This design comes from an exercise in tuning for small area, a short achievable clock period and few clock cycles per item on the open sky130 flow, not from production work. Function was checked by simulation only, so behaviour that the tests miss may differ from the original. Power and IR drop assume default switching activity.

[flow/design.v]
package aes_sbox_pkg;
   typedef logic [7:0] byte_t;
   function automatic byte_t sbox_fwd(input byte_t b);
      case (b)
         8'h00: sbox_fwd = 8'h63;
         8'h01: sbox_fwd = 8'h7c;
         8'h02: sbox_fwd = 8'h77;
         8'h03: sbox_fwd = 8'h7b;
         8'h04: sbox_fwd = 8'hf2;
         8'h05: sbox_fwd = 8'h6b;
         8'h06: sbox_fwd = 8'h6f;
         8'h07: sbox_fwd = 8'hc5;
         8'h08: sbox_fwd = 8'h30;
         8'h09: sbox_fwd = 8'h01;
         8'h0a: sbox_fwd = 8'h67;
         8'h0b: sbox_fwd = 8'h2b;
         8'h0c: sbox_fwd = 8'hfe;
         8'h0d: sbox_fwd = 8'hd7;
         8'h0e: sbox_fwd = 8'hab;
         8'h0f: sbox_fwd = 8'h76;
         8'h10: sbox_fwd = 8'hca;
         8'h11: sbox_fwd = 8'h82;
         8'h12: sbox_fwd = 8'hc9;
         8'h13: sbox_fwd = 8'h7d;
         8'h14: sbox_fwd = 8'hfa;
         8'h15: sbox_fwd = 8'h59;
         8'h16: sbox_fwd = 8'h47;
         8'h17: sbox_fwd = 8'hf0;
         8'h18: sbox_fwd = 8'had;
         8'h19: sbox_fwd = 8'hd4;
         8'h1a: sbox_fwd = 8'ha2;
         8'h1b: sbox_fwd = 8'haf;
         8'h1c: sbox_fwd = 8'h9c;
         8'h1d: sbox_fwd = 8'ha4;
         8'h1e: sbox_fwd = 8'h72;
         8'h1f: sbox_fwd = 8'hc0;
         8'h20: sbox_fwd = 8'hb7;
         8'h21: sbox_fwd = 8'hfd;
         8'h22: sbox_fwd = 8'h93;
         8'h23: sbox_fwd = 8'h26;
         8'h24: sbox_fwd = 8'h36;
         8'h25: sbox_fwd = 8'h3f;
         8'h26: sbox_fwd = 8'hf7;
         8'h27: sbox_fwd = 8'hcc;
         8'h28: sbox_fwd = 8'h34;
         8'h29: sbox_fwd = 8'ha5;
         8'h2a: sbox_fwd = 8'he5;
         8'h2b: sbox_fwd = 8'hf1;
         8'h2c: sbox_fwd = 8'h71;
         8'h2d: sbox_fwd = 8'hd8;
         8'h2e: sbox_fwd = 8'h31;
         8'h2f: sbox_fwd = 8'h15;
         8'h30: sbox_fwd = 8'h04;
         8'h31: sbox_fwd = 8'hc7;
         8'h32: sbox_fwd = 8'h23;
         8'h33: sbox_fwd = 8'hc3;
         8'h34: sbox_fwd = 8'h18;
         8'h35: sbox_fwd = 8'h96;
         8'h36: sbox_fwd = 8'h05;
         8'h37: sbox_fwd = 8'h9a;
         8'h38: sbox_fwd = 8'h07;
         8'h39: sbox_fwd = 8'h12;
         8'h3a: sbox_fwd = 8'h80;
         8'h3b: sbox_fwd = 8'he2;
         8'h3c: sbox_fwd = 8'heb;
         8'h3d: sbox_fwd = 8'h27;
         8'h3e: sbox_fwd = 8'hb2;
         8'h3f: sbox_fwd = 8'h75;
         8'h40: sbox_fwd = 8'h09;
         8'h41: sbox_fwd = 8'h83;
         8'h42: sbox_fwd = 8'h2c;
         8'h43: sbox_fwd = 8'h1a;
         8'h44: sbox_fwd = 8'h1b;
         8'h45: sbox_fwd = 8'h6e;
         8'h46: sbox_fwd = 8'h5a;
         8'h47: sbox_fwd = 8'ha0;
         8'h48: sbox_fwd = 8'h52;
         8'h49: sbox_fwd = 8'h3b;
         8'h4a: sbox_fwd = 8'hd6;
         8'h4b: sbox_fwd = 8'hb3;
         8'h4c: sbox_fwd = 8'h29;
         8'h4d: sbox_fwd = 8'he3;
         8'h4e: sbox_fwd = 8'h2f;
         8'h4f: sbox_fwd = 8'h84;
         8'h50: sbox_fwd = 8'h53;
         8'h51: sbox_fwd = 8'hd1;
         8'h52: sbox_fwd = 8'h00;
         8'h53: sbox_fwd = 8'hed;
         8'h54: sbox_fwd = 8'h20;
         8'h55: sbox_fwd = 8'hfc;
         8'h56: sbox_fwd = 8'hb1;
         8'h57: sbox_fwd = 8'h5b;
         8'h58: sbox_fwd = 8'h6a;
         8'h59: sbox_fwd = 8'hcb;
         8'h5a: sbox_fwd = 8'hbe;
         8'h5b: sbox_fwd = 8'h39;
         8'h5c: sbox_fwd = 8'h4a;
         8'h5d: sbox_fwd = 8'h4c;
         8'h5e: sbox_fwd = 8'h58;
         8'h5f: sbox_fwd = 8'hcf;
         8'h60: sbox_fwd = 8'hd0;
         8'h61: sbox_fwd = 8'hef;
         8'h62: sbox_fwd = 8'haa;
         8'h63: sbox_fwd = 8'hfb;
         8'h64: sbox_fwd = 8'h43;
         8'h65: sbox_fwd = 8'h4d;
         8'h66: sbox_fwd = 8'h33;
         8'h67: sbox_fwd = 8'h85;
         8'h68: sbox_fwd = 8'h45;
         8'h69: sbox_fwd = 8'hf9;
         8'h6a: sbox_fwd = 8'h02;
         8'h6b: sbox_fwd = 8'h7f;
         8'h6c: sbox_fwd = 8'h50;
         8'h6d: sbox_fwd = 8'h3c;
         8'h6e: sbox_fwd = 8'h9f;
         8'h6f: sbox_fwd = 8'ha8;
         8'h70: sbox_fwd = 8'h51;
         8'h71: sbox_fwd = 8'ha3;
         8'h72: sbox_fwd = 8'h40;
         8'h73: sbox_fwd = 8'h8f;
         8'h74: sbox_fwd = 8'h92;
         8'h75: sbox_fwd = 8'h9d;
         8'h76: sbox_fwd = 8'h38;
         8'h77: sbox_fwd = 8'hf5;
         8'h78: sbox_fwd = 8'hbc;
         8'h79: sbox_fwd = 8'hb6;
         8'h7a: sbox_fwd = 8'hda;
         8'h7b: sbox_fwd = 8'h21;
         8'h7c: sbox_fwd = 8'h10;
         8'h7d: sbox_fwd = 8'hff;
         8'h7e: sbox_fwd = 8'hf3;
         8'h7f: sbox_fwd = 8'hd2;
         8'h80: sbox_fwd = 8'hcd;
         8'h81: sbox_fwd = 8'h0c;
         8'h82: sbox_fwd = 8'h13;
         8'h83: sbox_fwd = 8'hec;
         8'h84: sbox_fwd = 8'h5f;
         8'h85: sbox_fwd = 8'h97;
         8'h86: sbox_fwd = 8'h44;
         8'h87: sbox_fwd = 8'h17;
         8'h88: sbox_fwd = 8'hc4;
         8'h89: sbox_fwd = 8'ha7;
         8'h8a: sbox_fwd = 8'h7e;
         8'h8b: sbox_fwd = 8'h3d;
         8'h8c: sbox_fwd = 8'h64;
         8'h8d: sbox_fwd = 8'h5d;
         8'h8e: sbox_fwd = 8'h19;
         8'h8f: sbox_fwd = 8'h73;
         8'h90: sbox_fwd = 8'h60;
         8'h91: sbox_fwd = 8'h81;
         8'h92: sbox_fwd = 8'h4f;
         8'h93: sbox_fwd = 8'hdc;
         8'h94: sbox_fwd = 8'h22;
         8'h95: sbox_fwd = 8'h2a;
         8'h96: sbox_fwd = 8'h90;
         8'h97: sbox_fwd = 8'h88;
         8'h98: sbox_fwd = 8'h46;
         8'h99: sbox_fwd = 8'hee;
         8'h9a: sbox_fwd = 8'hb8;
         8'h9b: sbox_fwd = 8'h14;
         8'h9c: sbox_fwd = 8'hde;
         8'h9d: sbox_fwd = 8'h5e;
         8'h9e: sbox_fwd = 8'h0b;
         8'h9f: sbox_fwd = 8'hdb;
         8'ha0: sbox_fwd = 8'he0;
         8'ha1: sbox_fwd = 8'h32;
         8'ha2: sbox_fwd = 8'h3a;
         8'ha3: sbox_fwd = 8'h0a;
         8'ha4: sbox_fwd = 8'h49;
         8'ha5: sbox_fwd = 8'h06;
         8'ha6: sbox_fwd = 8'h24;
         8'ha7: sbox_fwd = 8'h5c;
         8'ha8: sbox_fwd = 8'hc2;
         8'ha9: sbox_fwd = 8'hd3;
         8'haa: sbox_fwd = 8'hac;
         8'hab: sbox_fwd = 8'h62;
         8'hac: sbox_fwd = 8'h91;
         8'had: sbox_fwd = 8'h95;
         8'hae: sbox_fwd = 8'he4;
         8'haf: sbox_fwd = 8'h79;
         8'hb0: sbox_fwd = 8'he7;
         8'hb1: sbox_fwd = 8'hc8;
         8'hb2: sbox_fwd = 8'h37;
         8'hb3: sbox_fwd = 8'h6d;
         8'hb4: sbox_fwd = 8'h8d;
         8'hb5: sbox_fwd = 8'hd5;
         8'hb6: sbox_fwd = 8'h4e;
         8'hb7: sbox_fwd = 8'ha9;
         8'hb8: sbox_fwd = 8'h6c;
         8'hb9: sbox_fwd = 8'h56;
         8'hba: sbox_fwd = 8'hf4;
         8'hbb: sbox_fwd = 8'hea;
         8'hbc: sbox_fwd = 8'h65;
         8'hbd: sbox_fwd = 8'h7a;
         8'hbe: sbox_fwd = 8'hae;
         8'hbf: sbox_fwd = 8'h08;
         8'hc0: sbox_fwd = 8'hba;
         8'hc1: sbox_fwd = 8'h78;
         8'hc2: sbox_fwd = 8'h25;
         8'hc3: sbox_fwd = 8'h2e;
         8'hc4: sbox_fwd = 8'h1c;
         8'hc5: sbox_fwd = 8'ha6;
         8'hc6: sbox_fwd = 8'hb4;
         8'hc7: sbox_fwd = 8'hc6;
         8'hc8: sbox_fwd = 8'he8;
         8'hc9: sbox_fwd = 8'hdd;
         8'hca: sbox_fwd = 8'h74;
         8'hcb: sbox_fwd = 8'h1f;
         8'hcc: sbox_fwd = 8'h4b;
         8'hcd: sbox_fwd = 8'hbd;
         8'hce: sbox_fwd = 8'h8b;
         8'hcf: sbox_fwd = 8'h8a;
         8'hd0: sbox_fwd = 8'h70;
         8'hd1: sbox_fwd = 8'h3e;
         8'hd2: sbox_fwd = 8'hb5;
         8'hd3: sbox_fwd = 8'h66;
         8'hd4: sbox_fwd = 8'h48;
         8'hd5: sbox_fwd = 8'h03;
         8'hd6: sbox_fwd = 8'hf6;
         8'hd7: sbox_fwd = 8'h0e;
         8'hd8: sbox_fwd = 8'h61;
         8'hd9: sbox_fwd = 8'h35;
         8'hda: sbox_fwd = 8'h57;
         8'hdb: sbox_fwd = 8'hb9;
         8'hdc: sbox_fwd = 8'h86;
         8'hdd: sbox_fwd = 8'hc1;
         8'hde: sbox_fwd = 8'h1d;
         8'hdf: sbox_fwd = 8'h9e;
         8'he0: sbox_fwd = 8'he1;
         8'he1: sbox_fwd = 8'hf8;
         8'he2: sbox_fwd = 8'h98;
         8'he3: sbox_fwd = 8'h11;
         8'he4: sbox_fwd = 8'h69;
         8'he5: sbox_fwd = 8'hd9;
         8'he6: sbox_fwd = 8'h8e;
         8'he7: sbox_fwd = 8'h94;
         8'he8: sbox_fwd = 8'h9b;
         8'he9: sbox_fwd = 8'h1e;
         8'hea: sbox_fwd = 8'h87;
         8'heb: sbox_fwd = 8'he9;
         8'hec: sbox_fwd = 8'hce;
         8'hed: sbox_fwd = 8'h55;
         8'hee: sbox_fwd = 8'h28;
         8'hef: sbox_fwd = 8'hdf;
         8'hf0: sbox_fwd = 8'h8c;
         8'hf1: sbox_fwd = 8'ha1;
         8'hf2: sbox_fwd = 8'h89;
         8'hf3: sbox_fwd = 8'h0d;
         8'hf4: sbox_fwd = 8'hbf;
         8'hf5: sbox_fwd = 8'he6;
         8'hf6: sbox_fwd = 8'h42;
         8'hf7: sbox_fwd = 8'h68;
         8'hf8: sbox_fwd = 8'h41;
         8'hf9: sbox_fwd = 8'h99;
         8'hfa: sbox_fwd = 8'h2d;
         8'hfb: sbox_fwd = 8'h0f;
         8'hfc: sbox_fwd = 8'hb0;
         8'hfd: sbox_fwd = 8'h54;
         8'hfe: sbox_fwd = 8'hbb;
         8'hff: sbox_fwd = 8'h16;
         default: sbox_fwd = 8'h00;
      endcase
   endfunction
   function automatic byte_t sbox_inv(input byte_t b);
      case (b)
         8'h00: sbox_inv = 8'h52;
         8'h01: sbox_inv = 8'h09;
         8'h02: sbox_inv = 8'h6a;
         8'h03: sbox_inv = 8'hd5;
         8'h04: sbox_inv = 8'h30;
         8'h05: sbox_inv = 8'h36;
         8'h06: sbox_inv = 8'ha5;
         8'h07: sbox_inv = 8'h38;
         8'h08: sbox_inv = 8'hbf;
         8'h09: sbox_inv = 8'h40;
         8'h0a: sbox_inv = 8'ha3;
         8'h0b: sbox_inv = 8'h9e;
         8'h0c: sbox_inv = 8'h81;
         8'h0d: sbox_inv = 8'hf3;
         8'h0e: sbox_inv = 8'hd7;
         8'h0f: sbox_inv = 8'hfb;
         8'h10: sbox_inv = 8'h7c;
         8'h11: sbox_inv = 8'he3;
         8'h12: sbox_inv = 8'h39;
         8'h13: sbox_inv = 8'h82;
         8'h14: sbox_inv = 8'h9b;
         8'h15: sbox_inv = 8'h2f;
         8'h16: sbox_inv = 8'hff;
         8'h17: sbox_inv = 8'h87;
         8'h18: sbox_inv = 8'h34;
         8'h19: sbox_inv = 8'h8e;
         8'h1a: sbox_inv = 8'h43;
         8'h1b: sbox_inv = 8'h44;
         8'h1c: sbox_inv = 8'hc4;
         8'h1d: sbox_inv = 8'hde;
         8'h1e: sbox_inv = 8'he9;
         8'h1f: sbox_inv = 8'hcb;
         8'h20: sbox_inv = 8'h54;
         8'h21: sbox_inv = 8'h7b;
         8'h22: sbox_inv = 8'h94;
         8'h23: sbox_inv = 8'h32;
         8'h24: sbox_inv = 8'ha6;
         8'h25: sbox_inv = 8'hc2;
         8'h26: sbox_inv = 8'h23;
         8'h27: sbox_inv = 8'h3d;
         8'h28: sbox_inv = 8'hee;
         8'h29: sbox_inv = 8'h4c;
         8'h2a: sbox_inv = 8'h95;
         8'h2b: sbox_inv = 8'h0b;
         8'h2c: sbox_inv = 8'h42;
         8'h2d: sbox_inv = 8'hfa;
         8'h2e: sbox_inv = 8'hc3;
         8'h2f: sbox_inv = 8'h4e;
         8'h30: sbox_inv = 8'h08;
         8'h31: sbox_inv = 8'h2e;
         8'h32: sbox_inv = 8'ha1;
         8'h33: sbox_inv = 8'h66;
         8'h34: sbox_inv = 8'h28;
         8'h35: sbox_inv = 8'hd9;
         8'h36: sbox_inv = 8'h24;
         8'h37: sbox_inv = 8'hb2;
         8'h38: sbox_inv = 8'h76;
         8'h39: sbox_inv = 8'h5b;
         8'h3a: sbox_inv = 8'ha2;
         8'h3b: sbox_inv = 8'h49;
         8'h3c: sbox_inv = 8'h6d;
         8'h3d: sbox_inv = 8'h8b;
         8'h3e: sbox_inv = 8'hd1;
         8'h3f: sbox_inv = 8'h25;
         8'h40: sbox_inv = 8'h72;
         8'h41: sbox_inv = 8'hf8;
         8'h42: sbox_inv = 8'hf6;
         8'h43: sbox_inv = 8'h64;
         8'h44: sbox_inv = 8'h86;
         8'h45: sbox_inv = 8'h68;
         8'h46: sbox_inv = 8'h98;
         8'h47: sbox_inv = 8'h16;
         8'h48: sbox_inv = 8'hd4;
         8'h49: sbox_inv = 8'ha4;
         8'h4a: sbox_inv = 8'h5c;
         8'h4b: sbox_inv = 8'hcc;
         8'h4c: sbox_inv = 8'h5d;
         8'h4d: sbox_inv = 8'h65;
         8'h4e: sbox_inv = 8'hb6;
         8'h4f: sbox_inv = 8'h92;
         8'h50: sbox_inv = 8'h6c;
         8'h51: sbox_inv = 8'h70;
         8'h52: sbox_inv = 8'h48;
         8'h53: sbox_inv = 8'h50;
         8'h54: sbox_inv = 8'hfd;
         8'h55: sbox_inv = 8'hed;
         8'h56: sbox_inv = 8'hb9;
         8'h57: sbox_inv = 8'hda;
         8'h58: sbox_inv = 8'h5e;
         8'h59: sbox_inv = 8'h15;
         8'h5a: sbox_inv = 8'h46;
         8'h5b: sbox_inv = 8'h57;
         8'h5c: sbox_inv = 8'ha7;
         8'h5d: sbox_inv = 8'h8d;
         8'h5e: sbox_inv = 8'h9d;
         8'h5f: sbox_inv = 8'h84;
         8'h60: sbox_inv = 8'h90;
         8'h61: sbox_inv = 8'hd8;
         8'h62: sbox_inv = 8'hab;
         8'h63: sbox_inv = 8'h00;
         8'h64: sbox_inv = 8'h8c;
         8'h65: sbox_inv = 8'hbc;
         8'h66: sbox_inv = 8'hd3;
         8'h67: sbox_inv = 8'h0a;
         8'h68: sbox_inv = 8'hf7;
         8'h69: sbox_inv = 8'he4;
         8'h6a: sbox_inv = 8'h58;
         8'h6b: sbox_inv = 8'h05;
         8'h6c: sbox_inv = 8'hb8;
         8'h6d: sbox_inv = 8'hb3;
         8'h6e: sbox_inv = 8'h45;
         8'h6f: sbox_inv = 8'h06;
         8'h70: sbox_inv = 8'hd0;
         8'h71: sbox_inv = 8'h2c;
         8'h72: sbox_inv = 8'h1e;
         8'h73: sbox_inv = 8'h8f;
         8'h74: sbox_inv = 8'hca;
         8'h75: sbox_inv = 8'h3f;
         8'h76: sbox_inv = 8'h0f;
         8'h77: sbox_inv = 8'h02;
         8'h78: sbox_inv = 8'hc1;
         8'h79: sbox_inv = 8'haf;
         8'h7a: sbox_inv = 8'hbd;
         8'h7b: sbox_inv = 8'h03;
         8'h7c: sbox_inv = 8'h01;
         8'h7d: sbox_inv = 8'h13;
         8'h7e: sbox_inv = 8'h8a;
         8'h7f: sbox_inv = 8'h6b;
         8'h80: sbox_inv = 8'h3a;
         8'h81: sbox_inv = 8'h91;
         8'h82: sbox_inv = 8'h11;
         8'h83: sbox_inv = 8'h41;
         8'h84: sbox_inv = 8'h4f;
         8'h85: sbox_inv = 8'h67;
         8'h86: sbox_inv = 8'hdc;
         8'h87: sbox_inv = 8'hea;
         8'h88: sbox_inv = 8'h97;
         8'h89: sbox_inv = 8'hf2;
         8'h8a: sbox_inv = 8'hcf;
         8'h8b: sbox_inv = 8'hce;
         8'h8c: sbox_inv = 8'hf0;
         8'h8d: sbox_inv = 8'hb4;
         8'h8e: sbox_inv = 8'he6;
         8'h8f: sbox_inv = 8'h73;
         8'h90: sbox_inv = 8'h96;
         8'h91: sbox_inv = 8'hac;
         8'h92: sbox_inv = 8'h74;
         8'h93: sbox_inv = 8'h22;
         8'h94: sbox_inv = 8'he7;
         8'h95: sbox_inv = 8'had;
         8'h96: sbox_inv = 8'h35;
         8'h97: sbox_inv = 8'h85;
         8'h98: sbox_inv = 8'he2;
         8'h99: sbox_inv = 8'hf9;
         8'h9a: sbox_inv = 8'h37;
         8'h9b: sbox_inv = 8'he8;
         8'h9c: sbox_inv = 8'h1c;
         8'h9d: sbox_inv = 8'h75;
         8'h9e: sbox_inv = 8'hdf;
         8'h9f: sbox_inv = 8'h6e;
         8'ha0: sbox_inv = 8'h47;
         8'ha1: sbox_inv = 8'hf1;
         8'ha2: sbox_inv = 8'h1a;
         8'ha3: sbox_inv = 8'h71;
         8'ha4: sbox_inv = 8'h1d;
         8'ha5: sbox_inv = 8'h29;
         8'ha6: sbox_inv = 8'hc5;
         8'ha7: sbox_inv = 8'h89;
         8'ha8: sbox_inv = 8'h6f;
         8'ha9: sbox_inv = 8'hb7;
         8'haa: sbox_inv = 8'h62;
         8'hab: sbox_inv = 8'h0e;
         8'hac: sbox_inv = 8'haa;
         8'had: sbox_inv = 8'h18;
         8'hae: sbox_inv = 8'hbe;
         8'haf: sbox_inv = 8'h1b;
         8'hb0: sbox_inv = 8'hfc;
         8'hb1: sbox_inv = 8'h56;
         8'hb2: sbox_inv = 8'h3e;
         8'hb3: sbox_inv = 8'h4b;
         8'hb4: sbox_inv = 8'hc6;
         8'hb5: sbox_inv = 8'hd2;
         8'hb6: sbox_inv = 8'h79;
         8'hb7: sbox_inv = 8'h20;
         8'hb8: sbox_inv = 8'h9a;
         8'hb9: sbox_inv = 8'hdb;
         8'hba: sbox_inv = 8'hc0;
         8'hbb: sbox_inv = 8'hfe;
         8'hbc: sbox_inv = 8'h78;
         8'hbd: sbox_inv = 8'hcd;
         8'hbe: sbox_inv = 8'h5a;
         8'hbf: sbox_inv = 8'hf4;
         8'hc0: sbox_inv = 8'h1f;
         8'hc1: sbox_inv = 8'hdd;
         8'hc2: sbox_inv = 8'ha8;
         8'hc3: sbox_inv = 8'h33;
         8'hc4: sbox_inv = 8'h88;
         8'hc5: sbox_inv = 8'h07;
         8'hc6: sbox_inv = 8'hc7;
         8'hc7: sbox_inv = 8'h31;
         8'hc8: sbox_inv = 8'hb1;
         8'hc9: sbox_inv = 8'h12;
         8'hca: sbox_inv = 8'h10;
         8'hcb: sbox_inv = 8'h59;
         8'hcc: sbox_inv = 8'h27;
         8'hcd: sbox_inv = 8'h80;
         8'hce: sbox_inv = 8'hec;
         8'hcf: sbox_inv = 8'h5f;
         8'hd0: sbox_inv = 8'h60;
         8'hd1: sbox_inv = 8'h51;
         8'hd2: sbox_inv = 8'h7f;
         8'hd3: sbox_inv = 8'ha9;
         8'hd4: sbox_inv = 8'h19;
         8'hd5: sbox_inv = 8'hb5;
         8'hd6: sbox_inv = 8'h4a;
         8'hd7: sbox_inv = 8'h0d;
         8'hd8: sbox_inv = 8'h2d;
         8'hd9: sbox_inv = 8'he5;
         8'hda: sbox_inv = 8'h7a;
         8'hdb: sbox_inv = 8'h9f;
         8'hdc: sbox_inv = 8'h93;
         8'hdd: sbox_inv = 8'hc9;
         8'hde: sbox_inv = 8'h9c;
         8'hdf: sbox_inv = 8'hef;
         8'he0: sbox_inv = 8'ha0;
         8'he1: sbox_inv = 8'he0;
         8'he2: sbox_inv = 8'h3b;
         8'he3: sbox_inv = 8'h4d;
         8'he4: sbox_inv = 8'hae;
         8'he5: sbox_inv = 8'h2a;
         8'he6: sbox_inv = 8'hf5;
         8'he7: sbox_inv = 8'hb0;
         8'he8: sbox_inv = 8'hc8;
         8'he9: sbox_inv = 8'heb;
         8'hea: sbox_inv = 8'hbb;
         8'heb: sbox_inv = 8'h3c;
         8'hec: sbox_inv = 8'h83;
         8'hed: sbox_inv = 8'h53;
         8'hee: sbox_inv = 8'h99;
         8'hef: sbox_inv = 8'h61;
         8'hf0: sbox_inv = 8'h17;
         8'hf1: sbox_inv = 8'h2b;
         8'hf2: sbox_inv = 8'h04;
         8'hf3: sbox_inv = 8'h7e;
         8'hf4: sbox_inv = 8'hba;
         8'hf5: sbox_inv = 8'h77;
         8'hf6: sbox_inv = 8'hd6;
         8'hf7: sbox_inv = 8'h26;
         8'hf8: sbox_inv = 8'he1;
         8'hf9: sbox_inv = 8'h69;
         8'hfa: sbox_inv = 8'h14;
         8'hfb: sbox_inv = 8'h63;
         8'hfc: sbox_inv = 8'h55;
         8'hfd: sbox_inv = 8'h21;
         8'hfe: sbox_inv = 8'h0c;
         8'hff: sbox_inv = 8'h7d;
         default: sbox_inv = 8'h00;
      endcase
   endfunction
endpackage
module sbox_lane_dual
(
   input  logic [7:0] in_byte,
   input  logic       inv,
   output logic [7:0] out_byte
);
   always_comb begin
      out_byte = inv ? aes_sbox_pkg::sbox_inv(in_byte) : aes_sbox_pkg::sbox_fwd(in_byte);
   end
endmodule
module sbox_subbytes_pipe
#(
   parameter int N_BYTES     = 16,
   parameter int PIPE_STAGES = 1,
   parameter int INV_EN      = 1
) (
   input  logic                 clk,
   input  logic                 rst_n,
   input  logic                 in_valid,
   output logic                 in_ready,
   input  logic [8*N_BYTES-1:0] in_data,
   input  logic                 in_inv,
   output logic                 out_valid,
   input  logic                 out_ready,
   output logic [8*N_BYTES-1:0] out_data,
   output logic                 out_inv,
   output logic                 busy
);
   localparam int DW   = 8*N_BYTES;
   localparam int LAST = PIPE_STAGES-1;
   logic [PIPE_STAGES-1:0]         vld_q, vld_d;
   logic [PIPE_STAGES-1:0][DW-1:0] data_q, data_d;
   logic [PIPE_STAGES-1:0]         inv_q, inv_d;
   logic          mode_in;
   logic          adv_last, adv_0;
   logic [DW-1:0] lut_in, lut_out;
   logic          lut_inv;
   assign mode_in = (INV_EN != 0) ? in_inv : 1'b0;
   assign adv_last = !vld_q[LAST] || out_ready;
   assign adv_0    = !vld_q[0] || adv_last;
   generate
      if (PIPE_STAGES == 1) begin : g_lut_comb_in
         assign lut_in  = in_data;
         assign lut_inv = mode_in;
      end else begin : g_lut_reg_in
         assign lut_in  = data_q[0];
         assign lut_inv = inv_q[0];
      end
   endgenerate
   generate
      for (genvar i = 0; i < N_BYTES; i++) begin : g_lane
         sbox_lane_dual u_lane (
            .in_byte  (lut_in[8*i +: 8]),
            .inv      (lut_inv),
            .out_byte (lut_out[8*i +: 8])
         );
      end
   endgenerate
   always_comb begin
      vld_d  = vld_q;
      data_d = data_q;
      inv_d  = inv_q;
      if (adv_0) begin
         vld_d[0] = in_valid;
         if (in_valid) begin
            data_d[0] = (PIPE_STAGES == 1) ? lut_out : in_data;
            inv_d[0]  = mode_in;
         end
      end
      if (PIPE_STAGES > 1 && adv_last) begin
         vld_d[LAST] = vld_q[0];
         if (vld_q[0]) begin
            data_d[LAST] = lut_out;
            inv_d[LAST]  = inv_q[0];
         end
      end
   end
   always_ff @(posedge clk) begin
      if (!rst_n) vld_q <= '0;
      else        vld_q <= vld_d;
      data_q <= data_d;
      inv_q  <= inv_d;
   end
   assign in_ready  = adv_0;
   assign out_valid = vld_q[LAST];
   assign out_data  = data_q[LAST];
   assign out_inv   = inv_q[LAST];
   assign busy      = |vld_q;
endmodule
[flow/run.sh]
#!/bin/bash
# synth_recipe.tcl (not shown) runs the flow's synth.tcl, then flattens the netlist and writes it again
# the make line also repeats each setting of config.mk as NAME=value (left out here)
make -C /OpenROAD-flow-scripts/flow DESIGN_CONFIG=/design/flow/config.mk WORK_HOME=/design/flow/orfs CLKGATE_MAP_FILE= SYNTH_SCRIPT=/design/flow/synth_recipe.tcl finish
[flow/config.mk]
export PLATFORM = sky130hd
export DESIGN_NAME = sbox_subbytes_pipe
export DESIGN_NICKNAME = sbox_subbytes_pipe
export VERILOG_FILES = /design/flow/design.v
export SDC_FILE = /design/flow/constraint.sdc
export NUM_CORES = 4
export LEC_CHECK = 0
export ABC_AREA = 1
export CAP_MARGIN = 20
export CELL_PAD_IN_SITES_DETAIL_PLACEMENT = 1
export CELL_PAD_IN_SITES_GLOBAL_PLACEMENT = 2
export CORE_MARGIN = 2
export CORE_UTILIZATION = 30
export PLACE_DENSITY = 0.5
export SLEW_MARGIN = 20
[flow/constraint.sdc]
create_clock -name core_clock -period 5.0 [get_ports {clk}]
set_input_delay 1.0000 -clock core_clock [delete_from_list [all_inputs] [get_ports {clk}]]
set_output_delay 1.0000 -clock core_clock [all_outputs]
set_load 0.01 [all_outputs]
==> notes.md <==
total power draw=0.0158 W; relative contribution of the clock network to total power=11.3%; CP max stage delay=0.54 ns; fraction of power spent switching nets=66.8%; Critical-path top delay cell=sky130_fd_sc_hd__clkdlybuf4s50_1; end of the worst register-to-register path=data_q[84]; minimum clock period after layout=4.05 ns; power per standard cell area=171 mW/mm^2; Worst Hold Class=reg2reg; setup repair after global routing missed its margin=no; worst endpoint data arrival time=4.54 ns; drt wl/cell=33.6 um; hold path endpoint=vld_q; overall track demand over capacity in global routing=47.6%; Hold Vio Cnt, Final=0; routed via count divided by cell count=6.60; leading cell type in the layout, fill and taps excluded=sky130_fd_sc_hd__nand2_1; VDD IR-drop max=203 uV; post-synth net total=18600; Rows=195; number of storage elements in the synthesis netlist=130; chain of cells forming the critical path=clkdlybuf4s50_1, inv_1, ha_1, inv_1, nand2_1, nand2_1, inv_1, nand2_1, nand2_1, nor3_1, nor2_1, nand2_1, nand3_1, nand3_1, nand2_1; leakage power total=48.4 nW; CP required=5.48 ns; Post-CTS Setup Repair Bufs=0; Slew @ Worst Pin=1.17 ns; Yosys warnings=2; aggregate negative setup slack=0 ns; TritonCTS clock tree=built; number of buffers created by CTS=21; highest clock rate=0.247 GHz; number of filler instances in the final layout=40800; gpl congestion=1.09; global-route congestion overflow total=0; sequential share of power=9.3%; internal power summed over all cells=0.00526 W; final routed DRC violation total=0; outcome=finished clean; Synth Instances=18100; IO Count=265; Die Y=537 um; area grow syn2layout=8.54%; maximum number of buffers from clock root to sink=3; category of the most critical setup path=in2reg; max-slew headroom at the worst pin=21.8%; Post-CTS Hold Fix Bufs=0; overall die width=537 um; count of buffer and inverter cells on the critical path=4; Cell Area, Synth=0.0853 mm^2; total via count after detailed routing=142000; count of routing violations after the opening detailed-route iteration=24200; net switching power=0.0106 W; start of the worst register-to-register path=vld_q; sequential share of the synthesized area=4.57%; Final Core Density=32.8%; Post-Syn Area per Cell=4.71 um^2; critical path's top delay family=simple AND/OR/NAND/NOR gates; antenna violations before repair=53; Core Box Area=0.283 mm^2; wirelength, routed=723000 um; startpoint of the lowest-slack hold path=vld_q; Setup Skew=0.0379 ns; global-route wire length before repair=1020000 um; starting utilization of the core area=30.2%; root buf cell=sky130_fd_sc_hd__clkbuf_16; post-synth cell types=37; commonest non-fill, non-tap cells in the layout=7094 x sky130_fd_sc_hd__nand2_1, 5095 x sky130_fd_sc_hd__nand3_1, 1197 x sky130_fd_sc_hd__nor2_1; number of buffers added on ports=264; setup slack of the most critical reg-to-reg path=3.10 ns; combined area of the multi-input logic cells=0.0723 mm^2; number of cells upsized or downsized after cts=0; number of global-route vias before repair=135000; largest driver fanout on the critical path=9; net count of the finished layout=18200; Pins Over Slew Limit=0; Min-Delay Path Depth=2; clock latency reported for the late side of the worst-skew pair=0.64 ns; share of the clock period used by the worst path after layout=81.1%; most numerous cell on the critical path=sky130_fd_sc_hd__nand2_1; fraction of final layout cells sized beyond drive strength 1=4.81%; TritonCTS sink count=130; overall die area=0.288 mm^2; H-tree level count=4; clock slew at reported path FFs=0.09 ns; type of origin of the critical path=input port; total stage count of the critical path=15; combined flip-flop and latch cell area=0.00389 mm^2; Maximum Capacitance Violations=0; total half-perimeter wirelength after legalization and detailed placement=540000 um; cells on worst reg2reg path=2; largest net degree at the start of global routing=122; Worst Setup End Kind=flip-flop; drt first pass iters=8; Final Setup Violations=0; final antenna-violating net count=0; fraction of power consumed by combinational cells=79.4%
-- power by group through the flow --
stage	clock, W	combinational, W	sequential, W
floorplan	0	0.00667	0.00146
global placement	0	0.0118	0.00149
detailed placement	0	0.0117	0.00149
CTS	0.00183	0.0118	0.00147
global route	0.00183	0.0130	0.00148
finish	0.00179	0.0126	0.00147
-- synth_stat cells (all sizes together) --
cell type | count | area (um^2)
a21oi | 576 | 2900
buf | 819 | 3880
a31oi | 46 | 288
nand4 | 208 | 1300
nand3b | 67 | 503
a21o | 1 | 7.51
edfxtp | 129 | 3870
o21bai | 3 | 22.5
a21boi | 1 | 7.51
and3 | 1 | 6.26
or2 | 29 | 181
nor3 | 27 | 135
clkbuf | 451 | 1690
inv | 910 | 3420
o31ai | 3 | 22.5
ha | 351 | 4390
a211oi | 3 | 22.5
o2111ai | 1 | 8.76
o22ai | 3 | 18.8
o21ai | 832 | 4160
a22oi | 12 | 90.1
nor2 | 1209 | 4570
dfxtp | 1 | 20.0
clkinv | 21 | 78.8
nand3 | 5095 | 25500
nand2 | 7119 | 26800
o211ai | 178 | 1340
o21a | 5 | 37.5
-- routing by layer --
layer / global-route usage (%) / wire length, um / share of wire, % / vias up
li1: - / - / - / 59600
met4: 29.2 / 54700 / 7.6 / 52
met3: 12.8 / 94900 / 13 / 2884
met5: 0 / 349 / 0.048 / -
met1: 62.7 / 283000 / 39 / 67600
met2: 68.5 / 290000 / 40 / 11900
-- registers in the layout, summed over array words and instances, names as in the netlist --
name	count
data_q	128
vld_q	1
inv_q	1
-- final cells by class --
type | instances | share of cell area (%)
Antenna cell | 26 | 0.0703
Timing Repair Buffer | 888 | 8.07
Inverter | 931 | 3.80
Tap cell | 3743 | 5.06
Clock inverter | 11 | 0.0865
Multi-Input combinational cell | 15800 | 78.1
Clock buffer | 21 | 0.568
Sequential cell | 130 | 4.21
-- worst max path at each step --
stage	start	endpoint
CTS	in_data[72]	data_q[79]
global route	in_data[72]	data_q[79]
detailed placement	in_data[72]	data_q[79]
floorplan	out_ready	data_q[0]
global placement	in_data[9]	data_q[12]
finish	in_data[72]	data_q[79]
-- cells by family after synthesis --
family / Yosys count / synth area share, %
flops: 130 / 4.57
fa+ha+maj: 351 / 5.15
compound gates: 1664 / 10.5
buf+inv: 2201 / 10.6
simple gates: 13800 / 69.2
-- worst min-delay path, delay by kind of cell, from the launching register on --
family             cells  cell delay, ns
DFF                    1            0.36
and+or+nand+nor        1            0.10
AOI/OAI and AO/OA      1            0.07
-- stage by stage --
step	instance area, um^2	cells	worst slack (ns)	hold slack [ns]
6_report	92500	21500	0.945	0.571
5_1_grt	92500	21500	0.902	0.612
4_1_cts	92500	21500	1.15	0.574
3_5_place_dp	91900	21500	0.517	0.563
3_3_place_gp	91900	21500	0.519	0.562
2_1_floorplan	85300	18100	1.33	0.643
Testbench counts, summed over its fixed seeds: cycles 8,008, items 8,000.

[separate check: timing with driven ports]
No port has a modelled driver above. Below, the same layout with a new extraction and two added sets of constraints.
Step 1 (the two cells are an assumption about what drives the block):
set clk [get_ports {clk}]
set_driving_cell -lib_cell sky130_fd_sc_hd__clkbuf_16 $clk
set_driving_cell -lib_cell sky130_fd_sc_hd__buf_2 [delete_from_list [all_inputs] $clk]
Step 2 also shifts input and output timing later by t, the mid clock arrival at the registers, as if the neighbouring blocks saw the same clock.
Three values: ideal ports, drivers, drivers and shift; two values: the first two.
t (ns): 0.713
slack for setup (ns): 0.945 / 1.009 / 0.297
latest minus earliest clock arrival (ns): 0.051 / 0.051
worst slew at a driven data input, ns: 0.19
pins driven straight from the clock port: 1
After both steps this run still meets setup and hold. For this run, drivers alone change the setup slack by +0.064 ns; drivers and shift together by -0.648 ns.
